From an optimization exercise on the open Yosys and OpenROAD flow, aimed at small area and a short achievable clock period; shortcuts taken in it are not production practice.
Where RTL was checked, it was by simulation tests only, not by an equivalence proof against the original.
The RTL of run 1 was laid out without a check of its function.
Power figures rest on the tool's default switching activity, not on a simulated workload.

==> flow/design.v (outline; a module is shown in full before it is edited, if it fits) <==
// module hwpe_stream_fifo: 51 lines
// module hwpe_shift_fifo: 51 lines
// module hwpe_ctrl_decode: 99 lines
// module hwpe_mac_engine: 780 lines
// module hwpe_result_unit: 55 lines
// module cluster_hwpe_tile: 114 lines
module cluster_hwpe_tile #(
  parameter int unsigned OpndDepth = 4,
  parameter int unsigned ResDepth  = 4
) (
  input  logic                               clk_i,
  input  logic                               rst_n_i,
  input  logic                               wb_cyc_i,
  input  logic                               wb_stb_i,
  input  logic                               wb_we_i,
  input  logic [tile_cfg_pkg::WB_ADDR_W-1:0] wb_adr_i,
  input  logic [tile_cfg_pkg::WB_DATA_W-1:0] wb_dat_i,
  output logic [tile_cfg_pkg::WB_DATA_W-1:0] wb_dat_o,
  output logic                               wb_ack_o,
  output logic                               wb_err_o,
  output logic                               evt_o
);
  // ...
==> flow/flow/run.sh <==
#!/bin/bash
# Standard synthesis, then the standard layout with a tighter setup
# target for repair_timing (the clock and constraints are unchanged).
set -euo pipefail
MARGIN=${MARGIN:-7}
bash standard.sh synth > synth.log 2>&1
bash standard.sh SETUP_SLACK_MARGIN=$MARGIN "BUFFER_PORTS_ARGS=-buffer_cell sky130_fd_sc_hd__buf_2" finish > layout.log 2>&1
==> flow/standard.sh <==
#!/bin/bash
# synth_recipe.tcl (not shown) runs the flow's synth.tcl, then flattens the netlist and writes it again
# the make line also repeats each setting of config.mk as NAME=value (left out here)
make -C /OpenROAD-flow-scripts/flow DESIGN_CONFIG=/design/flow/config.mk WORK_HOME=/design/flow/orfs CLKGATE_MAP_FILE= SYNTH_SCRIPT=/design/flow/synth_recipe.tcl "${@:-finish}"
==> flow/config.mk <==
export PLATFORM = sky130hd
export DESIGN_NAME = cluster_hwpe_tile
export DESIGN_NICKNAME = cluster_hwpe_tile
export VERILOG_FILES = /design/flow/design.v
export SDC_FILE = /design/flow/constraint.sdc
export NUM_CORES = 4
export LEC_CHECK = 0
export ABC_CLOCK_PERIOD_IN_PS = 3500
export CAP_MARGIN = 20
export CORE_MARGIN = 2
export CORE_UTILIZATION = 40
export SLEW_MARGIN = 20
==> flow/constraint.sdc <==
create_clock -name core_clock -period 10.0 [get_ports {clk_i}]
set_input_delay 2.0000 -clock core_clock [delete_from_list [all_inputs] [get_ports {clk_i}]]
set_output_delay 2.0000 -clock core_clock [all_outputs]
set_load 0.01 [all_outputs]
==> results.txt, run 1 <==
Critical Path Start Type=register; global-route met3 utilization=2.79%; multi-input gate share of total cell area=39.3%; Hold Path Origin=i_decode.ctrl_q[31]; WP depth=12; status=finished clean; crit-path max cell delay=about 0.56 ns; clock latency (worst-skew pair)=between 0.6 and 0.7 ns; deepest clock path buffer count=3; Critical Path Start=i_opnd_fifo.mem_q[0][8]; metal2 WL=about 32 mm; placed cells=2922; mux contribution to synthesized area=6.45%; Clock Power=2.08 mW; final core utilization=between 40 and 50%; final setup fails=0; CTS H-tree lvls=2; Slew Limit Headroom=about 38%; Die H=262 um; Yosys reg bits=496; Worst R2R Path Depth=12; TritonCTS clock tree=yes; # IOs=104; Combinational Power Share=33.2%; CP max stage cell=fa_2; clkbuf count=69
==> inputs of run 2 (changes only) <==
--- a/flow/design.v
+++ b/flow/design.v
@@ -241,20 +241,20 @@
   input  hwpe_pkg::operand_pair_t opnd_data_i,
   input  hwpe_pkg::operand_pair_t opnd_next_i,
   output logic                    res_valid_o,
   input  logic                    res_ready_i,
   output hwpe_pkg::result_t       res_data_o
 );
   logic        is_add_q;     
   logic        is_mac_q;     
-  logic        acc_zero_q;   
+  logic        acc_en_q;     
+  logic        acc_dis_q;    
   logic        valid_q;
   logic        fire;
-  logic        acc_en;
   logic        is_add_d;
   logic [31:0] s_q;
   logic [31:0] c_q;
   logic [15:0] a;
   logic [15:0] b;
   logic [17:0] bn;           
   logic [8:0]  one_d, one_q, one_n_q;
   logic [7:0]  two_d, two_q, two_n_q;
@@ -295,21 +295,20 @@
   always_ff @(posedge clk_i) begin
     one_q   <= one_d;
     two_q   <= two_d;
     neg_q   <= neg_d;
     one_n_q <= ~one_d;
     two_n_q <= ~two_d;
     neg_n_q <= ~neg_d;
   end
-  assign acc_en = is_mac_q & ~acc_zero_q;
   always_comb begin
-    x1 = s_q & {32{acc_en}};
+    x1 = s_q & {32{acc_en_q}};
     x1[15:0] = x1[15:0] | (b & {16{is_add_q}});
-    x2 = c_q & {32{acc_en}};
+    x2 = c_q & {32{~acc_dis_q}};
   end
   assign bp0[8:0] = ((a[8:0] & {9{one_q[0]}}) | ({a[7:0], 1'b0} & {9{two_q[0]}})) ^ {9{neg_q[0]}};
   assign bp0[16:9] = (({1'b0, a[15:9]} & {8{~one_n_q[0]}}) | (a[15:8] & {8{~two_n_q[0]}})) ^ {8{~neg_n_q[0]}};
   assign bp1[8:0] = ((a[8:0] & {9{one_q[1]}}) | ({a[7:0], 1'b0} & {9{two_q[1]}})) ^ {9{neg_q[1]}};
   assign bp1[16:9] = (({1'b0, a[15:9]} & {8{~one_n_q[1]}}) | (a[15:8] & {8{~two_n_q[1]}})) ^ {8{~neg_n_q[1]}};
   assign bp2[8:0] = ((a[8:0] & {9{one_q[2]}}) | ({a[7:0], 1'b0} & {9{two_q[2]}})) ^ {9{neg_q[2]}};
   assign bp2[16:9] = (({1'b0, a[15:9]} & {8{~one_n_q[2]}}) | (a[15:8] & {8{~two_n_q[2]}})) ^ {8{~neg_n_q[2]}};
   assign bp3[8:0] = ((a[8:0] & {9{one_q[3]}}) | ({a[7:0], 1'b0} & {9{two_q[3]}})) ^ {9{neg_q[3]}};
@@ -326,65 +325,65 @@
   logic hs0, hc0;
   assign hs0 = bp0[12] ^ bp1[10];
   assign hc0 = bp0[12] & bp1[10];
   logic hs1, hc1;
   assign hs1 = bp0[13] ^ bp1[11];
   assign hc1 = bp0[13] & bp1[11];
   logic fs0, fc0;
   assign fs0 = bp0[14] ^ bp1[12] ^ bp2[10];
-  assign fc0 = (bp0[14] & bp1[12]) | (bp0[14] & bp2[10]) | (bp1[12] & bp2[10]);
+  assign fc0 = (bp0[14] ^ bp1[12]) ? bp2[10] : bp0[14];
   logic hs2, hc2;
   assign hs2 = bp3[8] ^ bp4[6];
   assign hc2 = bp3[8] & bp4[6];
   logic fs1, fc1;
   assign fs1 = bp0[15] ^ bp1[13] ^ bp2[11];
-  assign fc1 = (bp0[15] & bp1[13]) | (bp0[15] & bp2[11]) | (bp1[13] & bp2[11]);
+  assign fc1 = (bp0[15] ^ bp1[13]) ? bp2[11] : bp0[15];
   logic hs3, hc3;
   assign hs3 = bp3[9] ^ bp4[7];
   assign hc3 = bp3[9] & bp4[7];
   logic fs2, fc2;
   assign fs2 = bp0[16] ^ bp1[14] ^ bp2[12];
-  assign fc2 = (bp0[16] & bp1[14]) | (bp0[16] & bp2[12]) | (bp1[14] & bp2[12]);
+  assign fc2 = (bp0[16] ^ bp1[14]) ? bp2[12] : bp0[16];
   logic fs3, fc3;
   assign fs3 = bp3[10] ^ bp4[8] ^ bp5[6];
-  assign fc3 = (bp3[10] & bp4[8]) | (bp3[10] & bp5[6]) | (bp4[8] & bp5[6]);
+  assign fc3 = (bp3[10] ^ bp4[8]) ? bp5[6] : bp3[10];
   logic fs4, fc4;
   assign fs4 = neg_n_q[0] ^ bp1[15] ^ bp2[13];
-  assign fc4 = (neg_n_q[0] & bp1[15]) | (neg_n_q[0] & bp2[13]) | (bp1[15] & bp2[13]);
+  assign fc4 = (neg_n_q[0] ^ bp1[15]) ? bp2[13] : neg_n_q[0];
   logic fs5, fc5;
   assign fs5 = bp3[11] ^ bp4[9] ^ bp5[7];
-  assign fc5 = (bp3[11] & bp4[9]) | (bp3[11] & bp5[7]) | (bp4[9] & bp5[7]);
+  assign fc5 = (bp3[11] ^ bp4[9]) ? bp5[7] : bp3[11];
   logic hs4, hc4;
   assign hs4 = bp6[5] ^ bp7[3];
   assign hc4 = bp6[5] & bp7[3];
   logic fs6, fc6;
   assign fs6 = bp1[16] ^ bp2[14] ^ bp3[12];
-  assign fc6 = (bp1[16] & bp2[14]) | (bp1[16] & bp3[12]) | (bp2[14] & bp3[12]);
+  assign fc6 = (bp1[16] ^ bp2[14]) ? bp3[12] : bp1[16];
   logic fs7, fc7;
   assign fs7 = bp4[10] ^ bp5[8] ^ bp6[6];
-  assign fc7 = (bp4[10] & bp5[8]) | (bp4[10] & bp6[6]) | (bp5[8] & bp6[6]);
+  assign fc7 = (bp4[10] ^ bp5[8]) ? bp6[6] : bp4[10];
   logic hs5, hc5;
   assign hs5 = bp7[4] ^ bp8[2];
   assign hc5 = bp7[4] & bp8[2];
   logic fs8, fc8;
   assign fs8 = neg_n_q[1] ^ bp2[15] ^ bp3[13];
-  assign fc8 = (neg_n_q[1] & bp2[15]) | (neg_n_q[1] & bp3[13]) | (bp2[15] & bp3[13]);
+  assign fc8 = (neg_n_q[1] ^ bp2[15]) ? bp3[13] : neg_n_q[1];
   logic fs9, fc9;
   assign fs9 = bp4[11] ^ bp5[9] ^ bp6[7];
-  assign fc9 = (bp4[11] & bp5[9]) | (bp4[11] & bp6[7]) | (bp5[9] & bp6[7]);
+  assign fc9 = (bp4[11] ^ bp5[9]) ? bp6[7] : bp4[11];
   logic fs10, fc10;
   assign fs10 = bp2[16] ^ bp3[14] ^ bp4[12];
-  assign fc10 = (bp2[16] & bp3[14]) | (bp2[16] & bp4[12]) | (bp3[14] & bp4[12]);
+  assign fc10 = (bp2[16] ^ bp3[14]) ? bp4[12] : bp2[16];
   logic hs6, hc6;
   assign hs6 = bp5[10] ^ bp6[8];
   assign hc6 = bp5[10] & bp6[8];
   logic fs11, fc11;
   assign fs11 = neg_n_q[2] ^ bp3[15] ^ bp4[13];
-  assign fc11 = (neg_n_q[2] & bp3[15]) | (neg_n_q[2] & bp4[13]) | (bp3[15] & bp4[13]);
+  assign fc11 = (neg_n_q[2] ^ bp3[15]) ? bp4[13] : neg_n_q[2];
   logic hs7, hc7;
   assign hs7 = bp3[16] ^ bp4[14];
   assign hc7 = bp3[16] & bp4[14];
   logic hs8, hc8;
   assign hs8 = bp0[6] ^ bp1[4];
   assign hc8 = bp0[6] & bp1[4];
   logic hs9, hc9;
   assign hs9 = bp0[7] ^ bp1[5];
@@ -422,116 +421,116 @@
   logic fs18, fc18;
   assign fs18 = bp2[8] ^ bp3[6] ^ bp4[4];
   assign fc18 = (bp2[8] & bp3[6]) | (bp2[8] & bp4[4]) | (bp3[6] & bp4[4]);
   logic fs19, fc19;
   assign fs19 = bp5[2] ^ bp6[0] ^ neg_q[6];
   assign fc19 = (bp5[2] & bp6[0]) | (bp5[2] & neg_q[6]) | (bp6[0] & neg_q[6]);
   logic fs20, fc20;
   assign fs20 = x1[12] ^ x2[12] ^ hs0;
-  assign fc20 = (x1[12] & x2[12]) | (x1[12] & hs0) | (x2[12] & hs0);
+  assign fc20 = (x1[12] ^ x2[12]) ? hs0 : x1[12];
   logic fs21, fc21;
   assign fs21 = bp2[9] ^ bp3[7] ^ bp4[5];
   assign fc21 = (bp2[9] & bp3[7]) | (bp2[9] & bp4[5]) | (bp3[7] & bp4[5]);
   logic fs22, fc22;
   assign fs22 = bp5[3] ^ bp6[1] ^ x1[13];
   assign fc22 = (bp5[3] & bp6[1]) | (bp5[3] & x1[13]) | (bp6[1] & x1[13]);
   logic fs23, fc23;
   assign fs23 = x2[13] ^ hc0 ^ hs1;
-  assign fc23 = (x2[13] & hc0) | (x2[13] & hs1) | (hc0 & hs1);
+  assign fc23 = (x2[13] ^ hc0) ? hs1 : x2[13];
   logic fs24, fc24;
   assign fs24 = bp5[4] ^ bp6[2] ^ bp7[0];
   assign fc24 = (bp5[4] & bp6[2]) | (bp5[4] & bp7[0]) | (bp6[2] & bp7[0]);
   logic fs25, fc25;
   assign fs25 = neg_q[7] ^ x1[14] ^ x2[14];
   assign fc25 = (neg_q[7] & x1[14]) | (neg_q[7] & x2[14]) | (x1[14] & x2[14]);
   logic fs26, fc26;
   assign fs26 = hc1 ^ fs0 ^ hs2;
-  assign fc26 = (hc1 & fs0) | (hc1 & hs2) | (fs0 & hs2);
+  assign fc26 = (hc1 ^ fs0) ? hs2 : hc1;
   logic fs27, fc27;
   assign fs27 = bp5[5] ^ bp6[3] ^ bp7[1];
   assign fc27 = (bp5[5] & bp6[3]) | (bp5[5] & bp7[1]) | (bp6[3] & bp7[1]);
   logic fs28, fc28;
   assign fs28 = x1[15] ^ x2[15] ^ fc0;
-  assign fc28 = (x1[15] & x2[15]) | (x1[15] & fc0) | (x2[15] & fc0);
+  assign fc28 = (x1[15] ^ x2[15]) ? fc0 : x1[15];
   logic fs29, fc29;
   assign fs29 = hc2 ^ fs1 ^ hs3;
-  assign fc29 = (hc2 & fs1) | (hc2 & hs3) | (fs1 & hs3);
+  assign fc29 = (hc2 ^ fs1) ? hs3 : hc2;
   logic fs30, fc30;
   assign fs30 = bp6[4] ^ bp7[2] ^ bp8[0];
   assign fc30 = (bp6[4] & bp7[2]) | (bp6[4] & bp8[0]) | (bp7[2] & bp8[0]);
   logic fs31, fc31;
   assign fs31 = x1[16] ^ x2[16] ^ fc1;
-  assign fc31 = (x1[16] & x2[16]) | (x1[16] & fc1) | (x2[16] & fc1);
+  assign fc31 = (x1[16] ^ x2[16]) ? fc1 : x1[16];
   logic fs32, fc32;
   assign fs32 = hc3 ^ fs2 ^ fs3;
-  assign fc32 = (hc3 & fs2) | (hc3 & fs3) | (fs2 & fs3);
+  assign fc32 = (hc3 ^ fs2) ? fs3 : hc3;
   logic fs33, fc33;
   assign fs33 = bp8[1] ^ x1[17] ^ x2[17];
   assign fc33 = (bp8[1] & x1[17]) | (bp8[1] & x2[17]) | (x1[17] & x2[17]);
   logic fs34, fc34;
   assign fs34 = 1'b1 ^ fc2 ^ fc3;
-  assign fc34 = (1'b1 & fc2) | (1'b1 & fc3) | (fc2 & fc3);
+  assign fc34 = (1'b1 ^ fc2) ? fc3 : 1'b1;
   logic fs35, fc35;
   assign fs35 = fs4 ^ fs5 ^ hs4;
-  assign fc35 = (fs4 & fs5) | (fs4 & hs4) | (fs5 & hs4);
+  assign fc35 = (fs4 ^ fs5) ? hs4 : fs4;
   logic fs36, fc36;
   assign fs36 = x1[18] ^ x2[18] ^ 1'b1;
   assign fc36 = (x1[18] & x2[18]) | (x1[18] & 1'b1) | (x2[18] & 1'b1);
   logic fs37, fc37;
   assign fs37 = fc4 ^ fc5 ^ hc4;
-  assign fc37 = (fc4 & fc5) | (fc4 & hc4) | (fc5 & hc4);
+  assign fc37 = (fc4 ^ fc5) ? hc4 : fc4;
   logic fs38, fc38;
   assign fs38 = fs6 ^ fs7 ^ hs5;
-  assign fc38 = (fs6 & fs7) | (fs6 & hs5) | (fs7 & hs5);
+  assign fc38 = (fs6 ^ fs7) ? hs5 : fs6;
   logic fs39, fc39;
   assign fs39 = bp7[5] ^ bp8[3] ^ x1[19];
   assign fc39 = (bp7[5] & bp8[3]) | (bp7[5] & x1[19]) | (bp8[3] & x1[19]);
   logic fs40, fc40;
   assign fs40 = x2[19] ^ fc6 ^ fc7;
-  assign fc40 = (x2[19] & fc6) | (x2[19] & fc7) | (fc6 & fc7);
+  assign fc40 = (x2[19] ^ fc6) ? fc7 : x2[19];
   logic fs41, fc41;
   assign fs41 = hc5 ^ fs8 ^ fs9;
-  assign fc41 = (hc5 & fs8) | (hc5 & fs9) | (fs8 & fs9);
+  assign fc41 = (hc5 ^ fs8) ? fs9 : hc5;
   logic fs42, fc42;
   assign fs42 = bp7[6] ^ bp8[4] ^ x1[20];
   assign fc42 = (bp7[6] & bp8[4]) | (bp7[6] & x1[20]) | (bp8[4] & x1[20]);
   logic fs43, fc43;
   assign fs43 = x2[20] ^ 1'b1 ^ fc8;
-  assign fc43 = (x2[20] & 1'b1) | (x2[20] & fc8) | (1'b1 & fc8);
+  assign fc43 = (x2[20] ^ 1'b1) ? fc8 : x2[20];
   logic fs44, fc44;
   assign fs44 = fc9 ^ fs10 ^ hs6;
-  assign fc44 = (fc9 & fs10) | (fc9 & hs6) | (fs10 & hs6);
+  assign fc44 = (fc9 ^ fs10) ? hs6 : fc9;
   logic fs45, fc45;
   assign fs45 = bp5[11] ^ bp6[9] ^ bp7[7];
   assign fc45 = (bp5[11] & bp6[9]) | (bp5[11] & bp7[7]) | (bp6[9] & bp7[7]);
   logic fs46, fc46;
   assign fs46 = bp8[5] ^ x1[21] ^ x2[21];
   assign fc46 = (bp8[5] & x1[21]) | (bp8[5] & x2[21]) | (x1[21] & x2[21]);
   logic fs47, fc47;
   assign fs47 = fc10 ^ hc6 ^ fs11;
-  assign fc47 = (fc10 & hc6) | (fc10 & fs11) | (hc6 & fs11);
+  assign fc47 = (fc10 ^ hc6) ? fs11 : fc10;
   logic fs48, fc48;
   assign fs48 = bp5[12] ^ bp6[10] ^ bp7[8];
   assign fc48 = (bp5[12] & bp6[10]) | (bp5[12] & bp7[8]) | (bp6[10] & bp7[8]);
   logic fs49, fc49;
   assign fs49 = bp8[6] ^ x1[22] ^ x2[22];
   assign fc49 = (bp8[6] & x1[22]) | (bp8[6] & x2[22]) | (x1[22] & x2[22]);
   logic fs50, fc50;
   assign fs50 = 1'b1 ^ fc11 ^ hs7;
-  assign fc50 = (1'b1 & fc11) | (1'b1 & hs7) | (fc11 & hs7);
+  assign fc50 = (1'b1 ^ fc11) ? hs7 : 1'b1;
   logic fs51, fc51;
   assign fs51 = neg_n_q[3] ^ bp4[15] ^ bp5[13];
   assign fc51 = (neg_n_q[3] & bp4[15]) | (neg_n_q[3] & bp5[13]) | (bp4[15] & bp5[13]);
   logic fs52, fc52;
   assign fs52 = bp6[11] ^ bp7[9] ^ bp8[7];
   assign fc52 = (bp6[11] & bp7[9]) | (bp6[11] & bp8[7]) | (bp7[9] & bp8[7]);
   logic fs53, fc53;
   assign fs53 = x1[23] ^ x2[23] ^ hc7;
-  assign fc53 = (x1[23] & x2[23]) | (x1[23] & hc7) | (x2[23] & hc7);
+  assign fc53 = (x1[23] ^ x2[23]) ? hc7 : x1[23];
   logic fs54, fc54;
   assign fs54 = bp4[16] ^ bp5[14] ^ bp6[12];
   assign fc54 = (bp4[16] & bp5[14]) | (bp4[16] & bp6[12]) | (bp5[14] & bp6[12]);
   logic fs55, fc55;
   assign fs55 = bp7[10] ^ bp8[8] ^ x1[24];
   assign fc55 = (bp7[10] & bp8[8]) | (bp7[10] & x1[24]) | (bp8[8] & x1[24]);
   logic hs14, hc14;
   assign hs14 = x2[24] ^ 1'b1;
@@ -545,17 +544,17 @@
   logic fs58, fc58;
   assign fs58 = bp5[16] ^ bp6[14] ^ bp7[12];
   assign fc58 = (bp5[16] & bp6[14]) | (bp5[16] & bp7[12]) | (bp6[14] & bp7[12]);
   logic hs15, hc15;
   assign hs15 = bp8[10] ^ x1[26];
   assign hc15 = bp8[10] & x1[26];
   logic fs59, fc59;
   assign fs59 = neg_n_q[5] ^ bp6[15] ^ bp7[13];
-  assign fc59 = (neg_n_q[5] & bp6[15]) | (neg_n_q[5] & bp7[13]) | (bp6[15] & bp7[13]);
+  assign fc59 = (neg_n_q[5] ^ bp6[15]) ? bp7[13] : neg_n_q[5];
   logic hs16, hc16;
   assign hs16 = bp6[16] ^ bp7[14];
   assign hc16 = bp6[16] & bp7[14];
   logic hs17, hc17;
   assign hs17 = bp0[2] ^ bp1[0];
   assign hc17 = bp0[2] & bp1[0];
   logic hs18, hc18;
   assign hs18 = bp0[3] ^ bp1[1];
@@ -584,125 +583,125 @@
   logic fs65, fc65;
   assign fs65 = x2[7] ^ hc8 ^ hs9;
   assign fc65 = (x2[7] & hc8) | (x2[7] & hs9) | (hc8 & hs9);
   logic fs66, fc66;
   assign fs66 = neg_q[4] ^ x1[8] ^ x2[8];
   assign fc66 = (neg_q[4] & x1[8]) | (neg_q[4] & x2[8]) | (x1[8] & x2[8]);
   logic fs67, fc67;
   assign fs67 = hc9 ^ fs12 ^ hs10;
-  assign fc67 = (hc9 & fs12) | (hc9 & hs10) | (fs12 & hs10);
+  assign fc67 = (hc9 ^ fs12) ? hs10 : hc9;
   logic fs68, fc68;
   assign fs68 = x1[9] ^ x2[9] ^ fc12;
   assign fc68 = (x1[9] & x2[9]) | (x1[9] & fc12) | (x2[9] & fc12);
   logic fs69, fc69;
   assign fs69 = hc10 ^ fs13 ^ hs11;
-  assign fc69 = (hc10 & fs13) | (hc10 & hs11) | (fs13 & hs11);
+  assign fc69 = (hc10 ^ fs13) ? hs11 : hc10;
   logic fs70, fc70;
   assign fs70 = x2[10] ^ fc13 ^ hc11;
   assign fc70 = (x2[10] & fc13) | (x2[10] & hc11) | (fc13 & hc11);
   logic fs71, fc71;
   assign fs71 = fs14 ^ fs15 ^ hs12;
-  assign fc71 = (fs14 & fs15) | (fs14 & hs12) | (fs15 & hs12);
+  assign fc71 = (fs14 ^ fs15) ? hs12 : fs14;
   logic fs72, fc72;
   assign fs72 = fc14 ^ fc15 ^ hc12;
   assign fc72 = (fc14 & fc15) | (fc14 & hc12) | (fc15 & hc12);
   logic fs73, fc73;
   assign fs73 = fs16 ^ fs17 ^ hs13;
-  assign fc73 = (fs16 & fs17) | (fs16 & hs13) | (fs17 & hs13);
+  assign fc73 = (fs16 ^ fs17) ? hs13 : fs16;
   logic fs74, fc74;
   assign fs74 = fc16 ^ fc17 ^ hc13;
   assign fc74 = (fc16 & fc17) | (fc16 & hc13) | (fc17 & hc13);
   logic fs75, fc75;
   assign fs75 = fs18 ^ fs19 ^ fs20;
-  assign fc75 = (fs18 & fs19) | (fs18 & fs20) | (fs19 & fs20);
+  assign fc75 = (fs18 ^ fs19) ? fs20 : fs18;
   logic fs76, fc76;
   assign fs76 = fc18 ^ fc19 ^ fc20;
-  assign fc76 = (fc18 & fc19) | (fc18 & fc20) | (fc19 & fc20);
+  assign fc76 = (fc18 ^ fc19) ? fc20 : fc18;
   logic fs77, fc77;
   assign fs77 = fs21 ^ fs22 ^ fs23;
-  assign fc77 = (fs21 & fs22) | (fs21 & fs23) | (fs22 & fs23);
+  assign fc77 = (fs21 ^ fs22) ? fs23 : fs21;
   logic fs78, fc78;
   assign fs78 = fc21 ^ fc22 ^ fc23;
-  assign fc78 = (fc21 & fc22) | (fc21 & fc23) | (fc22 & fc23);
+  assign fc78 = (fc21 ^ fc22) ? fc23 : fc21;
   logic fs79, fc79;
   assign fs79 = fs24 ^ fs25 ^ fs26;
-  assign fc79 = (fs24 & fs25) | (fs24 & fs26) | (fs25 & fs26);
+  assign fc79 = (fs24 ^ fs25) ? fs26 : fs24;
   logic fs80, fc80;
   assign fs80 = fc24 ^ fc25 ^ fc26;
-  assign fc80 = (fc24 & fc25) | (fc24 & fc26) | (fc25 & fc26);
+  assign fc80 = (fc24 ^ fc25) ? fc26 : fc24;
   logic fs81, fc81;
   assign fs81 = fs27 ^ fs28 ^ fs29;
-  assign fc81 = (fs27 & fs28) | (fs27 & fs29) | (fs28 & fs29);
+  assign fc81 = (fs27 ^ fs28) ? fs29 : fs27;
   logic fs82, fc82;
   assign fs82 = fc27 ^ fc28 ^ fc29;
-  assign fc82 = (fc27 & fc28) | (fc27 & fc29) | (fc28 & fc29);
+  assign fc82 = (fc27 ^ fc28) ? fc29 : fc27;
   logic fs83, fc83;
   assign fs83 = fs30 ^ fs31 ^ fs32;
-  assign fc83 = (fs30 & fs31) | (fs30 & fs32) | (fs31 & fs32);
+  assign fc83 = (fs30 ^ fs31) ? fs32 : fs30;
   logic fs84, fc84;
   assign fs84 = fc30 ^ fc31 ^ fc32;
-  assign fc84 = (fc30 & fc31) | (fc30 & fc32) | (fc31 & fc32);
+  assign fc84 = (fc30 ^ fc31) ? fc32 : fc30;
   logic fs85, fc85;
   assign fs85 = fs33 ^ fs34 ^ fs35;
-  assign fc85 = (fs33 & fs34) | (fs33 & fs35) | (fs34 & fs35);
+  assign fc85 = (fs33 ^ fs34) ? fs35 : fs33;
   logic fs86, fc86;
   assign fs86 = fc33 ^ fc34 ^ fc35;
-  assign fc86 = (fc33 & fc34) | (fc33 & fc35) | (fc34 & fc35);
+  assign fc86 = (fc33 ^ fc34) ? fc35 : fc33;
   logic fs87, fc87;
   assign fs87 = fs36 ^ fs37 ^ fs38;
-  assign fc87 = (fs36 & fs37) | (fs36 & fs38) | (fs37 & fs38);
+  assign fc87 = (fs36 ^ fs37) ? fs38 : fs36;
   logic fs88, fc88;
   assign fs88 = fc36 ^ fc37 ^ fc38;
-  assign fc88 = (fc36 & fc37) | (fc36 & fc38) | (fc37 & fc38);
+  assign fc88 = (fc36 ^ fc37) ? fc38 : fc36;
   logic fs89, fc89;
   assign fs89 = fs39 ^ fs40 ^ fs41;
-  assign fc89 = (fs39 & fs40) | (fs39 & fs41) | (fs40 & fs41);
+  assign fc89 = (fs39 ^ fs40) ? fs41 : fs39;
   logic fs90, fc90;
   assign fs90 = fc39 ^ fc40 ^ fc41;
-  assign fc90 = (fc39 & fc40) | (fc39 & fc41) | (fc40 & fc41);
+  assign fc90 = (fc39 ^ fc40) ? fc41 : fc39;
   logic fs91, fc91;
   assign fs91 = fs42 ^ fs43 ^ fs44;
-  assign fc91 = (fs42 & fs43) | (fs42 & fs44) | (fs43 & fs44);
+  assign fc91 = (fs42 ^ fs43) ? fs44 : fs42;
   logic fs92, fc92;
   assign fs92 = fc42 ^ fc43 ^ fc44;
-  assign fc92 = (fc42 & fc43) | (fc42 & fc44) | (fc43 & fc44);
+  assign fc92 = (fc42 ^ fc43) ? fc44 : fc42;
   logic fs93, fc93;
   assign fs93 = fs45 ^ fs46 ^ fs47;
-  assign fc93 = (fs45 & fs46) | (fs45 & fs47) | (fs46 & fs47);
+  assign fc93 = (fs45 ^ fs46) ? fs47 : fs45;
   logic fs94, fc94;
   assign fs94 = fc45 ^ fc46 ^ fc47;
-  assign fc94 = (fc45 & fc46) | (fc45 & fc47) | (fc46 & fc47);
+  assign fc94 = (fc45 ^ fc46) ? fc47 : fc45;
   logic fs95, fc95;
   assign fs95 = fs48 ^ fs49 ^ fs50;
-  assign fc95 = (fs48 & fs49) | (fs48 & fs50) | (fs49 & fs50);
+  assign fc95 = (fs48 ^ fs49) ? fs50 : fs48;
   logic fs96, fc96;
   assign fs96 = fc48 ^ fc49 ^ fc50;
-  assign fc96 = (fc48 & fc49) | (fc48 & fc50) | (fc49 & fc50);
+  assign fc96 = (fc48 ^ fc49) ? fc50 : fc48;
   logic fs97, fc97;
   assign fs97 = fs51 ^ fs52 ^ fs53;
-  assign fc97 = (fs51 & fs52) | (fs51 & fs53) | (fs52 & fs53);
+  assign fc97 = (fs51 ^ fs52) ? fs53 : fs51;
   logic fs98, fc98;
   assign fs98 = fc51 ^ fc52 ^ fc53;
-  assign fc98 = (fc51 & fc52) | (fc51 & fc53) | (fc52 & fc53);
+  assign fc98 = (fc51 ^ fc52) ? fc53 : fc51;
   logic fs99, fc99;
   assign fs99 = fs54 ^ fs55 ^ hs14;
-  assign fc99 = (fs54 & fs55) | (fs54 & hs14) | (fs55 & hs14);
+  assign fc99 = (fs54 ^ fs55) ? hs14 : fs54;
   logic fs100, fc100;
   assign fs100 = x2[25] ^ fc54 ^ fc55;
   assign fc100 = (x2[25] & fc54) | (x2[25] & fc55) | (fc54 & fc55);
   logic fs101, fc101;
   assign fs101 = hc14 ^ fs56 ^ fs57;
-  assign fc101 = (hc14 & fs56) | (hc14 & fs57) | (fs56 & fs57);
+  assign fc101 = (hc14 ^ fs56) ? fs57 : hc14;
   logic fs102, fc102;
   assign fs102 = x2[26] ^ 1'b1 ^ fc56;
   assign fc102 = (x2[26] & 1'b1) | (x2[26] & fc56) | (1'b1 & fc56);
   logic fs103, fc103;
   assign fs103 = fc57 ^ fs58 ^ hs15;
-  assign fc103 = (fc57 & fs58) | (fc57 & hs15) | (fs58 & hs15);
+  assign fc103 = (fc57 ^ fs58) ? hs15 : fc57;
   logic fs104, fc104;
   assign fs104 = bp8[11] ^ x1[27] ^ x2[27];
   assign fc104 = (bp8[11] & x1[27]) | (bp8[11] & x2[27]) | (x1[27] & x2[27]);
   logic fs105, fc105;
   assign fs105 = fc58 ^ hc15 ^ fs59;
   assign fc105 = (fc58 & hc15) | (fc58 & fs59) | (hc15 & fs59);
   logic fs106, fc106;
   assign fs106 = bp8[12] ^ x1[28] ^ x2[28];
@@ -749,80 +748,80 @@
   logic fs117, fc117;
   assign fs117 = fc62 ^ fc63 ^ fs64;
   assign fc117 = (fc62 & fc63) | (fc62 & fs64) | (fc63 & fs64);
   logic fs118, fc118;
   assign fs118 = fc64 ^ fc65 ^ fs66;
   assign fc118 = (fc64 & fc65) | (fc64 & fs66) | (fc65 & fs66);
   logic fs119, fc119;
   assign fs119 = fc66 ^ fc67 ^ fs68;
-  assign fc119 = (fc66 & fc67) | (fc66 & fs68) | (fc67 & fs68);
+  assign fc119 = (fc66 ^ fc67) ? fs68 : fc66;
   logic fs120, fc120;
   assign fs120 = fc68 ^ fc69 ^ fs70;
-  assign fc120 = (fc68 & fc69) | (fc68 & fs70) | (fc69 & fs70);
+  assign fc120 = (fc68 ^ fc69) ? fs70 : fc68;
   logic fs121, fc121;
   assign fs121 = fc70 ^ fc71 ^ fs72;
-  assign fc121 = (fc70 & fc71) | (fc70 & fs72) | (fc71 & fs72);
+  assign fc121 = (fc70 ^ fc71) ? fs72 : fc70;
   logic fs122, fc122;
   assign fs122 = fc72 ^ fc73 ^ fs74;
-  assign fc122 = (fc72 & fc73) | (fc72 & fs74) | (fc73 & fs74);
+  assign fc122 = (fc72 ^ fc73) ? fs74 : fc72;
   logic fs123, fc123;
   assign fs123 = fc74 ^ fc75 ^ fs76;
-  assign fc123 = (fc74 & fc75) | (fc74 & fs76) | (fc75 & fs76);
+  assign fc123 = (fc74 ^ fc75) ? fs76 : fc74;
   logic fs124, fc124;
   assign fs124 = fc76 ^ fc77 ^ fs78;
-  assign fc124 = (fc76 & fc77) | (fc76 & fs78) | (fc77 & fs78);
+  assign fc124 = (fc76 ^ fc77) ? fs78 : fc76;
   logic fs125, fc125;
   assign fs125 = fc78 ^ fc79 ^ fs80;
-  assign fc125 = (fc78 & fc79) | (fc78 & fs80) | (fc79 & fs80);
+  assign fc125 = (fc78 ^ fc79) ? fs80 : fc78;
   logic fs126, fc126;
   assign fs126 = fc80 ^ fc81 ^ fs82;
-  assign fc126 = (fc80 & fc81) | (fc80 & fs82) | (fc81 & fs82);
+  assign fc126 = (fc80 ^ fc81) ? fs82 : fc80;
   logic fs127, fc127;
   assign fs127 = fc82 ^ fc83 ^ fs84;
-  assign fc127 = (fc82 & fc83) | (fc82 & fs84) | (fc83 & fs84);
+  assign fc127 = (fc82 ^ fc83) ? fs84 : fc82;
   logic fs128, fc128;
   assign fs128 = fc84 ^ fc85 ^ fs86;
-  assign fc128 = (fc84 & fc85) | (fc84 & fs86) | (fc85 & fs86);
+  assign fc128 = (fc84 ^ fc85) ? fs86 : fc84;
   logic fs129, fc129;
   assign fs129 = fc86 ^ fc87 ^ fs88;
-  assign fc129 = (fc86 & fc87) | (fc86 & fs88) | (fc87 & fs88);
+  assign fc129 = (fc86 ^ fc87) ? fs88 : fc86;
   logic fs130, fc130;
   assign fs130 = fc88 ^ fc89 ^ fs90;
-  assign fc130 = (fc88 & fc89) | (fc88 & fs90) | (fc89 & fs90);
+  assign fc130 = (fc88 ^ fc89) ? fs90 : fc88;
   logic fs131, fc131;
   assign fs131 = fc90 ^ fc91 ^ fs92;
-  assign fc131 = (fc90 & fc91) | (fc90 & fs92) | (fc91 & fs92);
+  assign fc131 = (fc90 ^ fc91) ? fs92 : fc90;
   logic fs132, fc132;
   assign fs132 = fc92 ^ fc93 ^ fs94;
-  assign fc132 = (fc92 & fc93) | (fc92 & fs94) | (fc93 & fs94);
+  assign fc132 = (fc92 ^ fc93) ? fs94 : fc92;
   logic fs133, fc133;
   assign fs133 = fc94 ^ fc95 ^ fs96;
-  assign fc133 = (fc94 & fc95) | (fc94 & fs96) | (fc95 & fs96);
+  assign fc133 = (fc94 ^ fc95) ? fs96 : fc94;
   logic fs134, fc134;
   assign fs134 = fc96 ^ fc97 ^ fs98;
-  assign fc134 = (fc96 & fc97) | (fc96 & fs98) | (fc97 & fs98);
+  assign fc134 = (fc96 ^ fc97) ? fs98 : fc96;
   logic fs135, fc135;
   assign fs135 = fc98 ^ fc99 ^ fs100;
-  assign fc135 = (fc98 & fc99) | (fc98 & fs100) | (fc99 & fs100);
+  assign fc135 = (fc98 ^ fc99) ? fs100 : fc98;
   logic fs136, fc136;
   assign fs136 = fc100 ^ fc101 ^ fs102;
-  assign fc136 = (fc100 & fc101) | (fc100 & fs102) | (fc101 & fs102);
+  assign fc136 = (fc100 ^ fc101) ? fs102 : fc100;
   logic fs137, fc137;
   assign fs137 = fc102 ^ fc103 ^ fs104;
-  assign fc137 = (fc102 & fc103) | (fc102 & fs104) | (fc103 & fs104);
+  assign fc137 = (fc102 ^ fc103) ? fs104 : fc102;
   logic fs138, fc138;
   assign fs138 = fc104 ^ fc105 ^ fs106;
-  assign fc138 = (fc104 & fc105) | (fc104 & fs106) | (fc105 & fs106);
+  assign fc138 = (fc104 ^ fc105) ? fs106 : fc104;
   logic fs139, fc139;
   assign fs139 = fc106 ^ fc107 ^ fs108;
-  assign fc139 = (fc106 & fc107) | (fc106 & fs108) | (fc107 & fs108);
+  assign fc139 = (fc106 ^ fc107) ? fs108 : fc106;
   logic fs140, fc140;
   assign fs140 = fc108 ^ fc109 ^ fs110;
-  assign fc140 = (fc108 & fc109) | (fc108 & fs110) | (fc109 & fs110);
+  assign fc140 = (fc108 ^ fc109) ? fs110 : fc108;
   logic fs141, fc141;
   assign fs141 = x2[31] ^ fc110 ^ hc21;
   assign fc141 = (x2[31] & fc110) | (x2[31] & hc21) | (fc110 & hc21);
   logic hs24, hc24;
   assign hs24 = x1[0] ^ x2[0];
   assign hc24 = x1[0] & x2[0];
   logic fs142, fc142;
   assign fs142 = x2[1] ^ hc22 ^ hs23;
@@ -839,83 +838,83 @@
   logic fs146, fc146;
   assign fs146 = hs20 ^ fc114 ^ fs115;
   assign fc146 = (hs20 & fc114) | (hs20 & fs115) | (fc114 & fs115);
   logic fs147, fc147;
   assign fs147 = fs63 ^ fc115 ^ fs116;
   assign fc147 = (fs63 & fc115) | (fs63 & fs116) | (fc115 & fs116);
   logic fs148, fc148;
   assign fs148 = fs65 ^ fc116 ^ fs117;
-  assign fc148 = (fs65 & fc116) | (fs65 & fs117) | (fc116 & fs117);
+  assign fc148 = (fs65 ^ fc116) ? fs117 : fs65;
   logic fs149, fc149;
   assign fs149 = fs67 ^ fc117 ^ fs118;
-  assign fc149 = (fs67 & fc117) | (fs67 & fs118) | (fc117 & fs118);
+  assign fc149 = (fs67 ^ fc117) ? fs118 : fs67;
   logic fs150, fc150;
   assign fs150 = fs69 ^ fc118 ^ fs119;
-  assign fc150 = (fs69 & fc118) | (fs69 & fs119) | (fc118 & fs119);
+  assign fc150 = (fs69 ^ fc118) ? fs119 : fs69;
   logic fs151, fc151;
   assign fs151 = fs71 ^ fc119 ^ fs120;
-  assign fc151 = (fs71 & fc119) | (fs71 & fs120) | (fc119 & fs120);
+  assign fc151 = (fs71 ^ fc119) ? fs120 : fs71;
   logic fs152, fc152;
   assign fs152 = fs73 ^ fc120 ^ fs121;
-  assign fc152 = (fs73 & fc120) | (fs73 & fs121) | (fc120 & fs121);
+  assign fc152 = (fs73 ^ fc120) ? fs121 : fs73;
   logic fs153, fc153;
   assign fs153 = fs75 ^ fc121 ^ fs122;
-  assign fc153 = (fs75 & fc121) | (fs75 & fs122) | (fc121 & fs122);
+  assign fc153 = (fs75 ^ fc121) ? fs122 : fs75;
   logic fs154, fc154;
   assign fs154 = fs77 ^ fc122 ^ fs123;
-  assign fc154 = (fs77 & fc122) | (fs77 & fs123) | (fc122 & fs123);
+  assign fc154 = (fs77 ^ fc122) ? fs123 : fs77;
   logic fs155, fc155;
   assign fs155 = fs79 ^ fc123 ^ fs124;
-  assign fc155 = (fs79 & fc123) | (fs79 & fs124) | (fc123 & fs124);
+  assign fc155 = (fs79 ^ fc123) ? fs124 : fs79;
   logic fs156, fc156;
   assign fs156 = fs81 ^ fc124 ^ fs125;
-  assign fc156 = (fs81 & fc124) | (fs81 & fs125) | (fc124 & fs125);
+  assign fc156 = (fs81 ^ fc124) ? fs125 : fs81;
   logic fs157, fc157;
   assign fs157 = fs83 ^ fc125 ^ fs126;
-  assign fc157 = (fs83 & fc125) | (fs83 & fs126) | (fc125 & fs126);
+  assign fc157 = (fs83 ^ fc125) ? fs126 : fs83;
   logic fs158, fc158;
   assign fs158 = fs85 ^ fc126 ^ fs127;
-  assign fc158 = (fs85 & fc126) | (fs85 & fs127) | (fc126 & fs127);
+  assign fc158 = (fs85 ^ fc126) ? fs127 : fs85;
   logic fs159, fc159;
   assign fs159 = fs87 ^ fc127 ^ fs128;
-  assign fc159 = (fs87 & fc127) | (fs87 & fs128) | (fc127 & fs128);
+  assign fc159 = (fs87 ^ fc127) ? fs128 : fs87;
   logic fs160, fc160;
   assign fs160 = fs89 ^ fc128 ^ fs129;
-  assign fc160 = (fs89 & fc128) | (fs89 & fs129) | (fc128 & fs129);
+  assign fc160 = (fs89 ^ fc128) ? fs129 : fs89;
   logic fs161, fc161;
   assign fs161 = fs91 ^ fc129 ^ fs130;
-  assign fc161 = (fs91 & fc129) | (fs91 & fs130) | (fc129 & fs130);
+  assign fc161 = (fs91 ^ fc129) ? fs130 : fs91;
   logic fs162, fc162;
   assign fs162 = fs93 ^ fc130 ^ fs131;
-  assign fc162 = (fs93 & fc130) | (fs93 & fs131) | (fc130 & fs131);
+  assign fc162 = (fs93 ^ fc130) ? fs131 : fs93;
   logic fs163, fc163;
   assign fs163 = fs95 ^ fc131 ^ fs132;
-  assign fc163 = (fs95 & fc131) | (fs95 & fs132) | (fc131 & fs132);
+  assign fc163 = (fs95 ^ fc131) ? fs132 : fs95;
   logic fs164, fc164;
   assign fs164 = fs97 ^ fc132 ^ fs133;
-  assign fc164 = (fs97 & fc132) | (fs97 & fs133) | (fc132 & fs133);
+  assign fc164 = (fs97 ^ fc132) ? fs133 : fs97;
   logic fs165, fc165;
   assign fs165 = fs99 ^ fc133 ^ fs134;
-  assign fc165 = (fs99 & fc133) | (fs99 & fs134) | (fc133 & fs134);
+  assign fc165 = (fs99 ^ fc133) ? fs134 : fs99;
   logic fs166, fc166;
   assign fs166 = fs101 ^ fc134 ^ fs135;
-  assign fc166 = (fs101 & fc134) | (fs101 & fs135) | (fc134 & fs135);
+  assign fc166 = (fs101 ^ fc134) ? fs135 : fs101;
   logic fs167, fc167;
   assign fs167 = fs103 ^ fc135 ^ fs136;
-  assign fc167 = (fs103 & fc135) | (fs103 & fs136) | (fc135 & fs136);
+  assign fc167 = (fs103 ^ fc135) ? fs136 : fs103;
   logic fs168, fc168;
   assign fs168 = fs105 ^ fc136 ^ fs137;
-  assign fc168 = (fs105 & fc136) | (fs105 & fs137) | (fc136 & fs137);
+  assign fc168 = (fs105 ^ fc136) ? fs137 : fs105;
   logic fs169, fc169;
   assign fs169 = fs107 ^ fc137 ^ fs138;
-  assign fc169 = (fs107 & fc137) | (fs107 & fs138) | (fc137 & fs138);
+  assign fc169 = (fs107 ^ fc137) ? fs138 : fs107;
   logic fs170, fc170;
   assign fs170 = fs109 ^ fc138 ^ fs139;
-  assign fc170 = (fs109 & fc138) | (fs109 & fs139) | (fc138 & fs139);
+  assign fc170 = (fs109 ^ fc138) ? fs139 : fs109;
   logic fs171, fc171;
   assign fs171 = hs21 ^ fc139 ^ fs140;
   assign fc171 = (hs21 & fc139) | (hs21 & fs140) | (fc139 & fs140);
   logic fs172, fc172;
   assign fs172 = fs111 ^ fc140 ^ fs141;
   assign fc172 = (fs111 & fc140) | (fs111 & fs141) | (fc140 & fs141);
   assign tree_s[0] = hs22;
   assign tree_c[0] = hs24;
@@ -980,25 +979,28 @@
   assign tree_s[30] = fc170;
   assign tree_c[30] = fs171;
   assign tree_s[31] = fc171;
   assign tree_c[31] = fs172;
   always_ff @(posedge clk_i or negedge rst_n_i) begin
     if (!rst_n_i) begin
       is_add_q   <= 1'b1;
       is_mac_q   <= 1'b0;
-      acc_zero_q <= 1'b1;
+      acc_en_q   <= 1'b0;
+      acc_dis_q  <= 1'b1;
       valid_q    <= 1'b0;
     end else begin
       is_add_q <= is_add_d;
       if (start_i) begin
-        is_mac_q   <= (opcode_i == hwpe_pkg::OP_MAC);
-        acc_zero_q <= 1'b1;
+        is_mac_q  <= (opcode_i == hwpe_pkg::OP_MAC);
+        acc_en_q  <= 1'b0;
+        acc_dis_q <= 1'b1;
       end else if (fire) begin
-        acc_zero_q <= 1'b0;
+        acc_en_q  <= is_mac_q;
+        acc_dis_q <= ~is_mac_q;
       end
       if (fire) begin
         valid_q <= 1'b1;
       end else if (res_ready_i) begin
         valid_q <= 1'b0;
       end
     end
   end
==> flow/flow/run.sh (replaced) <==
#!/bin/bash
# Standard synthesis, then the standard layout with a tighter setup
# target for repair_timing (the clock and constraints are unchanged).
set -euo pipefail
MARGIN=${MARGIN:-6.9}
bash standard.sh synth > synth.log 2>&1
bash standard.sh SETUP_SLACK_MARGIN=$MARGIN "BUFFER_PORTS_ARGS=-buffer_cell sky130_fd_sc_hd__buf_2" finish > layout.log 2>&1
--- a/flow/config.mk
+++ b/flow/config.mk
@@ -5,8 +5,9 @@
 export SDC_FILE = /design/flow/constraint.sdc
 export NUM_CORES = 4
 export LEC_CHECK = 0
 export ABC_CLOCK_PERIOD_IN_PS = 3500
 export CAP_MARGIN = 20
 export CORE_MARGIN = 2
 export CORE_UTILIZATION = 40
 export SLEW_MARGIN = 20
+export TNS_END_PERCENT = 20
==> results.txt, run 2 <==
pwr dens=264 nW/um^2; Synth cell types=69; number of global-route vias before repair=between 15000 and 20000; largest net degree at the start of global routing=67; Worst Path Max Fanout=8; CP dominant cell by count=maj3_2; first-pass GRT wire length=about 100 mm; post-DR wirelength/cell=21.3 um; CTS H-tree lvls=2 (unchanged); Worst R2R Path Depth=9 (-3); sw frac=roughly a third; Pins Over Slew Limit=0; final setup fails=0 (unchanged); synth warn=7; Worst Tran Pin Value=~1 ns; Slew Limit Headroom=33.6% (-4.3 points); GP Congestion=0.863; Die X=263 um; Peak Freq=between 0.3 and 0.4 GHz; Synth Net Count=2398; post-route cell area=between 30000 and 40000 sq um; leading cell type in the layout, fill and taps excluded=edfxtp_1; fill count=5879; VDD IR-drop max=0.138 mV; # IOs=104 (unchanged); count leader, synth=edfxtp_1; Post-synth ARST share=under 10%; Yosys top cell area share=41.0%; Area contributors post-synth=edfxtp_1 (41%), xnor2_1 (9.7%), dfxtp_1 (7.3%); Die ar.=about 70000 sq um; commonest register cell after synthesis=edfxtp_1; final hold violation count=0; crit-path max cell delay=0.60 ns (+0.04 ns); via count=17300; CP bufs+invs=1; CP Cell Sequence=o22ai_2 -> xor2_2 -> buf_4 -> maj3_2 -> maj3_2 -> fa_1 -> fa_2 -> xnor2_2 -> xnor2_1; vias per std cell=5.37; Yosys top cell by area=edfxtp_1; IO Port Bufs=73; deepest clock path buffer count=3 (unchanged); clock slew at reported path FFs=0.06 ns; GRT Total Usage=19.4%; Hold Slack=0.487 ns; max_cap viols=0; Combinational Power Share=44.0% (+11 points); WP depth=9 (-3); non-filler cells, final=3226; status=finished clean; time the worst path needs with I/O delays and setup=3.33 ns; Critical Path Start Type=register; skew final=about 0.057 ns; Placed Area=28100 sq um; Routed Antenna Nets=0; Final nets=2522; WS Path Type=register to register; Regs by FF count=i_opnd_fifo.mem_q (128), i_res_fifo.mem_q (128); cell-internal power=~5.5 mW; Area growth, synth to finish=16.6%; number of DRC markers in iteration 0=roughly 1200; setup TNS=0 ns; sequential power share=between 30% and 40%; NetSw=~2.8 mW; Yosys reg bits=497 (+0.20%); clock share of power=22.8%; Hold/Removal Path Class=register to register; top cells by count, synth=edfxtp_1 (368), xnor2_1 (298), nand2_1 (168), inv_1 (120), a22oi_1 (102); initial core utilization=40.2%; Critical Path AT=3.66 ns; layout cell share with drive strength beyond 1=between 20% and 30%; Worst EP required=between 10 and 15 ns; dpl hpwl=46.6 mm; DRT Pass-1 Iters=6; CP max stage cell=dfxtp_1; Worst path top cell family by delay=adder cells; core area=roughly 67000 sq um; Antenna Cells=0; period utilization=between 30% and 40%; FP Rows=95; register area share after synthesis=51.2%; WHS Path Cells=2; Mean Syn Cell Area=approximately 12 sq um; synthesized area=between 20000 and 30000 sq um; grt total ovfl=0; number of synthesized flops with an enable pin=368; initial antenna violation count=2; crit end category=register; RSZ-0062 raised after global routing=true; # DRC=0; CTS buffer count=53; WL final=68.7 mm; most frequent cells in the layout=edfxtp_1 (368), xnor2_1 (251), nand2_1 (167); clock latency (worst-skew pair)=0.64 ns (about the same); Die H=263 um (+0.60%); clock sinks=roughly 500; Leak=11.9 nW; placed cells=3038 (+4.0%); Clock Tree Root=clkbuf_16; TritonCTS clock tree=yes; Post-Syn Instances=2184
==> run 2: cell count changes after synthesis, moves of 10 or more <==
| cell | delta |
|---|---|
| xor2_1 | +12 |
| o21ai_0 | +29 |
| xnor2_1 | +158 |
| buf_2 | +11 |
| inv_1 | -115 |
| nand2_1 | +10 |
| clkbuf_1 | -15 |
| maj3_1 | +56 |
| nor2_1 | +25 |
| nand2b_1 | +19 |
| a21oi_1 | +17 |
| nor2b_1 | +17 |
| fa_1 | -97 |
| and2_1 | -26 |
==> run 2: final cells by class <==
cell class / instances / area, sq um / share of cell area, %
timing repair inverter: 3 / 21.3 / 0.0677
timing repair buffer: 180 / 1340 / 4.26
tap: 873 / 1090 / 3.48
sequential: 497 / 13800 / 44.0
clock buffer: 80 / 1510 / 4.80
inverter: 131 / 569 / 1.81
clock inverter: 20 / 173 / 0.550
multi-input combinational: 1442 / 12900 / 41.1
==> run 2: power by group through the flow <==
| stage | clock, mW | sequential (mW) | combinational (mW) |
|---|---|---|---|
| after global routing | 2.02 | 2.77 | 4.00 |
| after floorplan | 0 | 2.68 | 2.61 |
| final | 1.89 | 2.75 | 3.65 |
| after detailed placement | 0 | 2.80 | 3.09 |
| after CTS | 1.93 | 2.75 | 3.27 |
| after global placement | 0 | 2.79 | 3.00 |
==> run 2: path summary, 6_finish.rpt <==
check                                     from                     end  slack, ns
setup / recovery           i_engine.two_n_q[0]        i_engine.c_q[17]       6.67
hold / removal              i_decode.ctrl_q[5]    i_decode.wb_dat_o[5]       0.49
setup reg to reg           i_engine.two_n_q[0]        i_engine.c_q[17]       6.67
hold reg to reg             i_decode.ctrl_q[5]    i_decode.wb_dat_o[5]       0.49
max in group asynchronous              rst_n_i  i_res_fifo.rd_ptr_q[0]       8.02
min in group asynchronous              rst_n_i     i_result.count_q[0]       1.44
==> run 2: worst min-delay path, cell delays in order, from the launching register on <==
cell	delay (ns)
edfxtp_1	0.32
a22oi_1	0.06
nor2_1	0.07
==> run 2: layer usage <==
layer	up-vias	routed length (um)	track usage, %
met3	101	3920	2.92
met1	8704	30000	26.5
li1	7977	-	-
met4	0	1480	5.51
met5	-	0	0
met2	550	33200	32.1
==> run 2: stage by stage <==
step / total power, mW / setup slack, ns / util (%)
3_3_place_gp: 5.80 / 5.67 / 42.0
2_1_floorplan: 5.29 / 6.57 / -
5_1_grt: 8.79 / 6.59 / 46.9
4_1_cts: 7.96 / 6.73 / 45.8
6_report: 8.30 / 6.67 / 46.9
3_5_place_dp: 5.89 / 5.64 / 42.0
==> run 2: repair_timing <==
action | 4_1_cts | 5_1_grt
buffers inserted | 67 | 18
endpoints found under the setup margin | 158 | 165
gates cloned | 3 | 0
hold buffers | 0 | 0
pin swaps | 36 | 59
resized for setup | 89 | 115
==> run 2: logic make-up (layout without fill, tap and decap cells) <==
family	after synthesis	after routing	share of synthesized area, %
flops	497	497	51.2
xor+xnor	373	373	12.7
simple gates	372	372	6.24
compound gates	367	367	8.82
buf+inv	245	414	3.69
fa+ha+maj	208	208	11.0
mux	122	122	6.33
==> inputs of run 3 (changes only) <==
==> flow/flow/run.sh (replaced) <==
#!/bin/bash
# Standard synthesis, then the standard layout with a tighter setup
# target for repair_timing (the clock and constraints are unchanged).
set -euo pipefail
MARGIN=${MARGIN:-6.8}
bash standard.sh synth > synth.log 2>&1
bash standard.sh SETUP_SLACK_MARGIN=$MARGIN "BUFFER_PORTS_ARGS=-buffer_cell sky130_fd_sc_hd__buf_2" finish > layout.log 2>&1
--- a/flow/config.mk
+++ b/flow/config.mk
@@ -10,4 +10,3 @@
 export CORE_MARGIN = 2
 export CORE_UTILIZATION = 40
 export SLEW_MARGIN = 20
-export TNS_END_PERCENT = 20
==> results.txt, run 3 <==
count leader, synth=edfxtp_1; Area growth, synth to finish=17.0%; Routed Antenna Nets=0 (unchanged); Slew Limit Headroom=32.2% (-1.5 points); TritonCTS clock tree=yes; Post-Syn Instances=2184 (unchanged); Die ar.=69400 sq um (unchanged); Yosys reg bits=497 (unchanged); commonest register cell after synthesis=edfxtp_1; register area share after synthesis=51.2% (unchanged); Post-synth ARST share=6.24% (unchanged); non-filler cells, final=3227 (+0.031%); dpl hpwl=46.6 mm (-0.17%); RSZ-0062 raised after global routing=true; skew final=0.0415 ns (-0.0157 ns); Synth cell types=69 (unchanged); initial antenna violation count=0 (-2); final hold violation count=0 (unchanged); vias per std cell=5.35 (-0.43%); Regs by FF count=i_opnd_fifo.mem_q (128), i_res_fifo.mem_q (128); layout cell share with drive strength beyond 1=23.9% (+0.52 points); clock sinks=497 (unchanged); CP dominant cell by count=maj3_2; fill count=5914 (+0.60%); clock latency (worst-skew pair)=0.64 ns (about the same); CTS H-tree lvls=2 (unchanged); Pins Over Slew Limit=0 (unchanged); period utilization=32.8% (-0.48 points); # IOs=104 (unchanged); first-pass GRT wire length=103 mm (-0.70%); via count=17300 (-0.40%); VDD IR-drop max=0.154 mV (+12%); Die X=263 um (unchanged); Yosys top cell by area=edfxtp_1; grt total ovfl=0 (unchanged); deepest clock path buffer count=3 (unchanged); DRT Pass-1 Iters=5 (-1); Yosys top cell area share=41.0% (unchanged); Place WS=5.71 ns (+0.0685 ns); GRT Total Usage=19.3% (-0.067 points); Clock Tree Root=clkbuf_16; initial core utilization=40.2% (unchanged); Worst EP required=10.34 ns (about the same); Hold Slack=0.489 ns (+0.00146 ns); number of global-route vias before repair=17200 (-1.4%); pwr dens=262 nW/um^2 (-0.73%); Hold/Removal Path Class=register to register; Leak=11.9 nW (+0.47%); most frequent cells in the layout=edfxtp_1 (368), xnor2_1 (251), nand2_1 (167); Area contributors post-synth=edfxtp_1 (41%), xnor2_1 (9.7%), dfxtp_1 (7.3%); Critical Path AT=3.62 ns (-0.04 ns); Worst Path Max Fanout=5 (-3); IO Port Bufs=73 (unchanged); Peak Freq=0.305 GHz (+1.5%); GP Congestion=0.850 (-1.6%); WL final=68.1 mm (-0.75%); leading cell type in the layout, fill and taps excluded=edfxtp_1; post-DR wirelength/cell=21.1 um (-0.78%); CP max stage cell=xor3_2; FP Rows=95 (unchanged); synthesized area=26900 sq um (unchanged); final setup margin=6.72 ns (+0.0478 ns); WS Path Type=register to register; Synth Net Count=2398 (unchanged); placed cells=3037 (-0.033%); CTS buffer count=52 (-1.9%); core area=66900 sq um (unchanged); number of synthesized flops with an enable pin=368 (unchanged); number of DRC markers in iteration 0=1337 (+12%); Die H=263 um (unchanged); clock slew at reported path FFs=0.06 ns (about the same); largest net degree at the start of global routing=69 (+3.0%); CP Cell Sequence=buf_12 -> clkinvlp_4 -> buf_4 -> o22ai_1 -> xnor2_1 -> maj3_2 -> maj3_2 -> nand2_1 -> o21ai_1 -> xor3_2 -> maj3_1; status=finished clean; time the worst path needs with I/O delays and setup=3.28 ns (-0.0478 ns); synth warn=7 (unchanged); max_cap viols=0 (unchanged); Final nets=2522 (unchanged); top cells by count, synth=edfxtp_1 (368), xnor2_1 (298), nand2_1 (168), inv_1 (120), a22oi_1 (102); Critical Path Start Type=register; crit end category=register; Mean Syn Cell Area=12.3 sq um (unchanged); final setup fails=0 (unchanged); setup TNS=0 ns (unchanged); crit-path max cell delay=0.45 ns (-0.15 ns); Worst Tran Pin Value=1.02 ns (+0.0218 ns); # DRC=0 (unchanged)
run 3: logic make-up (layout without fill, tap and decap cells):
kind of cell	count (synthesis)	after routing	synth area share [%]
fa+ha+maj	208	208	11.0
mux	122	122	6.33
buf+inv	245	413	3.69
other cells	0	2	0
xor+xnor	373	373	12.7
flops	497	497	51.2
compound gates	367	367	8.82
simple gates	372	372	6.24
run 3: final timing paths:
path	from	to	slack [ns]	depth (start not counted)
min in group asynchronous	rst_n_i	i_result.count_q[2]	1.45	1
min	i_decode.ctrl_q[30]	i_decode.wb_dat_o[30]	0.49	2
max in group asynchronous	rst_n_i	i_res_fifo.rd_ptr_q[0]	8.00	1
min reg2reg	i_decode.ctrl_q[30]	i_decode.wb_dat_o[30]	0.49	2
max	i_opnd_fifo.mem_q[0][12]	i_engine.s_q[21]	6.72	11
max reg2reg	i_opnd_fifo.mem_q[0][12]	i_engine.s_q[21]	6.72	11
run 3: metal layers:
metal	track usage (%)	vias up	routed length (um)
li1	-	7970	-
met1	26.6	8608	30000
met2	31.0	570	31800
met3	3.26	115	4170
met4	6.44	0	2160
met5	0	-	0
run 3: power breakdown:
group	internal (mW)	switching (mW)
Sequential	2.59	0.164
Combinational	1.79	1.75
Clock	1.12	0.844
Total	5.51	2.76
run 3: worst max-delay path, delay by kind of cell, from the launching register on:
| kind | cells | cell delay, ns |
|---|---|---|
| adders and majority gates | 3 | 1.06 |
| and+or+nand+nor | 1 | 0.07 |
| AOI/OAI and AO/OA | 2 | 0.37 |
| DFF | 1 | 0.38 |
| xor gates and xnor gates | 2 | 0.56 |
| buffers and inverters | 3 | 0.54 |
run 3: stage by stage:
step / total power [mW] / area, sq um / util (%)
6_report: 8.27 / 31500 / 47.1
5_1_grt: 8.74 / 31500 / 47.1
4_1_cts: 8.10 / 30800 / 46.1
3_5_place_dp: 5.90 / 28100 / 42.0
3_3_place_gp: 5.80 / 28100 / 42.0
2_1_floorplan: 5.29 / 27000 / -
run 3: timing repair:
item / CTS / global route
pin swaps: 39 / 57
resized for setup: 95 / 108
hold buffers: 0 / 0
setup endpoints to repair: 135 / 107
cloned: 4 / 0
buffers inserted: 63 / 23
run 3: final cells by class:
| cell class | instances | area [sq um] | area share, % |
|---|---|---|---|
| Inverter | 131 | 568 | 1.80 |
| Multi-Input combinational cell | 1442 | 12900 | 41.0 |
| Clock inverter | 24 | 259 | 0.822 |
| Timing Repair inverter | 4 | 28.8 | 0.0913 |
| Clock buffer | 74 | 1520 | 4.82 |
| Sequential cell | 497 | 13800 | 43.8 |
| Tap cell | 873 | 1090 | 3.47 |
| Timing Repair Buffer | 180 | 1340 | 4.24 |
| Antenna cell | 2 | 5.00 | 0.0159 |
==> inputs of run 4 (changes only) <==
--- a/flow/config.mk
+++ b/flow/config.mk
@@ -9,4 +9,6 @@
 export CAP_MARGIN = 20
 export CORE_MARGIN = 2
 export CORE_UTILIZATION = 40
+export CTS_CLUSTER_DIAMETER = 120
+export CTS_CLUSTER_SIZE = 24
 export SLEW_MARGIN = 20
==> results.txt, run 4 <==
status=finished clean; Multi-input gate area=13200 sq um (+2.1%); cell-internal power=5.00 mW (-9.3%); Slew Limit Headroom=31.4% (-0.81 points); clock share of power=15.1% (-8.7 points); pwr dens=248 nW/um^2 (-5.3%); Clock Tree Root=clkbuf_16; WHS Path Cells=2 (unchanged); Post-synth ARST share=6.24% (unchanged); TritonCTS clock tree=yes; GP Congestion=0.850 (unchanged); Critical Path Start Type=register; Worst EP required=10.36 ns (+0.02 ns); grt total ovfl=0 (unchanged); sequential power share=36.0% (+2.7 points); Worst Path Max Fanout=3 (-2); FP Rows=95 (unchanged); number of synthesized flops with an enable pin=368 (unchanged); Peak Freq=0.300 GHz (-1.6%); Combinational Power Share=48.9% (+6.0 points); leading cell type in the layout, fill and taps excluded=edfxtp_1; CTS buffer count=25 (-52%); register area share after synthesis=51.2% (unchanged); dpl hpwl=46.6 mm (unchanged); layout cell share with drive strength beyond 1=24.0% (+0.19 points); initial antenna violation count=0 (unchanged); Synth cell types=69 (unchanged); largest net degree at the start of global routing=69 (unchanged); skew final=0.0294 ns (-0.0121 ns); top cells by count, synth=edfxtp_1 (368), xnor2_1 (298), nand2_1 (168), inv_1 (120), a22oi_1 (102); Post-Syn Instances=2184 (unchanged); number of DRC markers in iteration 0=1330 (-0.52%); Routed Antenna Nets=0 (unchanged); final hold violation count=0 (unchanged); Critical Path AT=3.70 ns (+0.08 ns); CP max stage cell=edfxtp_1; Placed Area=28100 sq um (unchanged); Hold/Removal Path Class=register to register; Worst Tran Pin Value=1.03 ns (+0.0122 ns); post-route cell area=30900 sq um (-2.1%); Hold Path Origin=i_decode.ctrl_q[30]; Area contributors post-synth=edfxtp_1 (41%), xnor2_1 (9.7%), dfxtp_1 (7.3%); reg-to-reg critical path startpoint=i_opnd_fifo.mem_q[0][15]; deepest clock path buffer count=3 (unchanged); fill count=5955 (+0.69%); commonest register cell after synthesis=edfxtp_1; Worst R2R Path Depth=13 (+2); WS Path Type=register to register; Area growth, synth to finish=14.6%; VDD IR-drop max=0.140 mV (-9.1%); clock latency (worst-skew pair)=0.61 ns (-0.03 ns); register area=13800 sq um (about the same); Leak=11.6 nW (-3.0%); CP Cell Sequence=clkinvlp_4 -> buf_6 -> buf_4 -> nor2_4 -> xnor2_2 -> xnor2_2 -> buf_4 -> buf_4 -> xnor3_1 -> xnor2_2 -> maj3_2 -> maj3_1 -> maj3_2; GRT Total Usage=19.0% (-0.31 points); CTS H-tree lvls=1 (-1); Yosys top cell by area=edfxtp_1; synthesized area=26900 sq um (unchanged); vias per std cell=5.37 (+0.30%); most frequent cells in the layout=edfxtp_1 (368), xnor2_1 (236), nand2_1 (167); number of global-route vias before repair=16900 (-1.4%); final setup fails=0 (unchanged); Yosys top cell area share=41.0% (unchanged); IO Port Bufs=73 (unchanged); time the worst path needs with I/O delays and setup=3.33 ns (+0.0523 ns); Endpoint, Worst Hold=i_decode.wb_dat_o[30]; via count=17100 (-1.1%); Final nets=2503 (-0.75%); first-pass GRT wire length=102 mm (-0.95%); # IOs=104 (unchanged); count leader, synth=edfxtp_1; WL final=68.0 mm (-0.23%); crit-path max cell delay=0.51 ns (+0.06 ns); Regs by FF count=i_opnd_fifo.mem_q (128), i_res_fifo.mem_q (128); Yosys reg bits=497 (unchanged); FF-to-FF End=i_engine.s_q[23]; clock sinks=497 (unchanged); RSZ-0062 raised after global routing=true; Mean Syn Cell Area=12.3 sq um (unchanged); Pins Over Slew Limit=0 (unchanged); period utilization=33.3% (+0.52 points); register-to-register setup slack=6.67 ns (-0.05 ns); synth warn=7 (unchanged); Die H=263 um (unchanged); post-DR wirelength/cell=21.4 um (+1.2%); initial core utilization=40.2% (unchanged); Die X=263 um (unchanged); max_cap viols=0 (unchanged); # DRC=0 (unchanged); clock slew at reported path FFs=0.10 ns (+0.04 ns); DRT Pass-1 Iters=6 (+1); sw frac=34.8% (+1.4 points); NetSw=2.67 mW (-3.3%); setup TNS=0 ns (unchanged); Synth Net Count=2398 (unchanged); core area=66900 sq um (unchanged); crit end category=register; Die ar.=69400 sq um (unchanged)
[run 4: cell counts after synthesis]
Identical to the previous run, type by type.
[run 4: routing by layer]
layer  GRT usage, %  up-vias  share of wire [%]
met5              0        -                  0
met4           5.44        0                2.9
met3           1.91      110                5.1
met2           31.1      487                 47
met1           26.9     8582                 45
li1               -     7895                  -
[run 4: how the worst max path moves through the flow]
stage	start	end	slack [ns]	cells after the start
after floorplan	wb_adr_i[2]	i_result.head_q[0]	6.57	7
after global placement	wb_adr_i[2]	i_result.head_q[26]	5.76	7
after detailed placement	wb_adr_i[2]	i_result.head_q[31]	5.71	7
after CTS	i_opnd_fifo.mem_q[0][12]	i_engine.c_q[17]	6.65	12
after global routing	i_engine.neg_n_q[0]	i_engine.c_q[17]	6.55	9
final	i_opnd_fifo.mem_q[0][15]	i_engine.s_q[23]	6.67	13
[run 4: cells by family after synthesis]
logic type                 after synthesis  synth area share, %
AOI/OAI and AO/OA                      367                 8.82
xor gates and xnor gates               373                 12.7
adders and majority gates              208                 11.0
buffers and inverters                  245                 3.69
DFF                                    497                 51.2
muxes                                  122                 6.33
and+or+nand+nor                        372                 6.24
[run 4: power groups by stage]
stage	sequential (mW)	combinational [mW]	clock (mW)
6_report	2.76	3.75	1.16
5_1_grt	2.77	4.10	1.26
4_1_cts	2.75	3.35	1.19
3_5_place_dp	2.80	3.10	0
3_3_place_gp	2.79	3.00	0
2_1_floorplan	2.68	2.61	0
[run 4: critical path: cells and delay by family, from the launching register on]
kind | cells | cell delay, ns
XOR/XNOR | 4 | 0.70
adder cells (fa/ha/maj) | 3 | 1.07
buffers and inverters | 5 | 0.67
flip-flops | 1 | 0.51
AND/OR/NAND/NOR | 1 | 0.13
[run 4: cell type report]
class | instances | area share (%)
clock inverter | 4 | 0.187
multi-input combinational | 1442 | 42.7
timing repair buffer | 187 | 4.65
antenna | 1 | 0.00811
timing repair inverter | 5 | 0.114
sequential | 497 | 44.8
tap | 873 | 3.54
clock buffer | 42 | 2.23
inverter | 131 | 1.80
[run 4: timing repair]
action / 4_1_cts / 5_1_grt
hold buffers: 0 / 0
gates cloned: 4 / 1
endpoints found under the setup margin: 144 / 83
setup buffers: 58 / 35
gates resized for setup: 121 / 132
pin swaps: 47 / 70
[run 4: through the flow]
stage	hold WS, ns	utilization (%)	power (mW)	setup slack (ns)	instances
detailed placement	0.478	42.0	5.90	5.71	3037
global route	0.521	46.1	8.13	6.55	3181
finish	0.490	46.1	7.66	6.67	3182
CTS	0.498	44.7	7.29	6.65	3145
global placement	0.465	42.0	5.80	5.76	3037
floorplan	0.438	-	5.29	6.57	2184

-- static timing again, ports no longer ideal --
No port has a modelled driver above. Below, the same layouts with a new extraction and two added sets of constraints. Step 1: set_driving_cell puts a clkbuf_16 on clk_i and a buf_2 on each other input, an assumption about the parent block. Step 2, shift: input delay + t, output delay - t, t = (earliest + latest rising clock arrival at the registers) / 2. This alone moves slack from input paths to output paths. Three values: ideal, step 1, step 2; two values: the first two.
run	t (ns)	setup slack, ns	worst register clock-pin slew, ns	worst data-port slew with drivers (ns)	cell pins on the clock port's net
run 1	0.678	6.246 / 6.246 / 6.246	0.06 / 0.06	0.03	1
run 2	0.671	6.670 / 6.670 / 6.141	0.07 / 0.07	0.11	1
run 3	0.682	6.718 / 6.718 / 6.354	0.07 / 0.07	0.05	1
run 4	0.653	6.665 / 6.665 / 6.394	0.10 / 0.10	0.04	1
After both steps setup and hold are still met in every run listed. The setup slack of run 2, which loses most, moves by 0.000 ns with the drivers and by -0.529 ns with both steps.
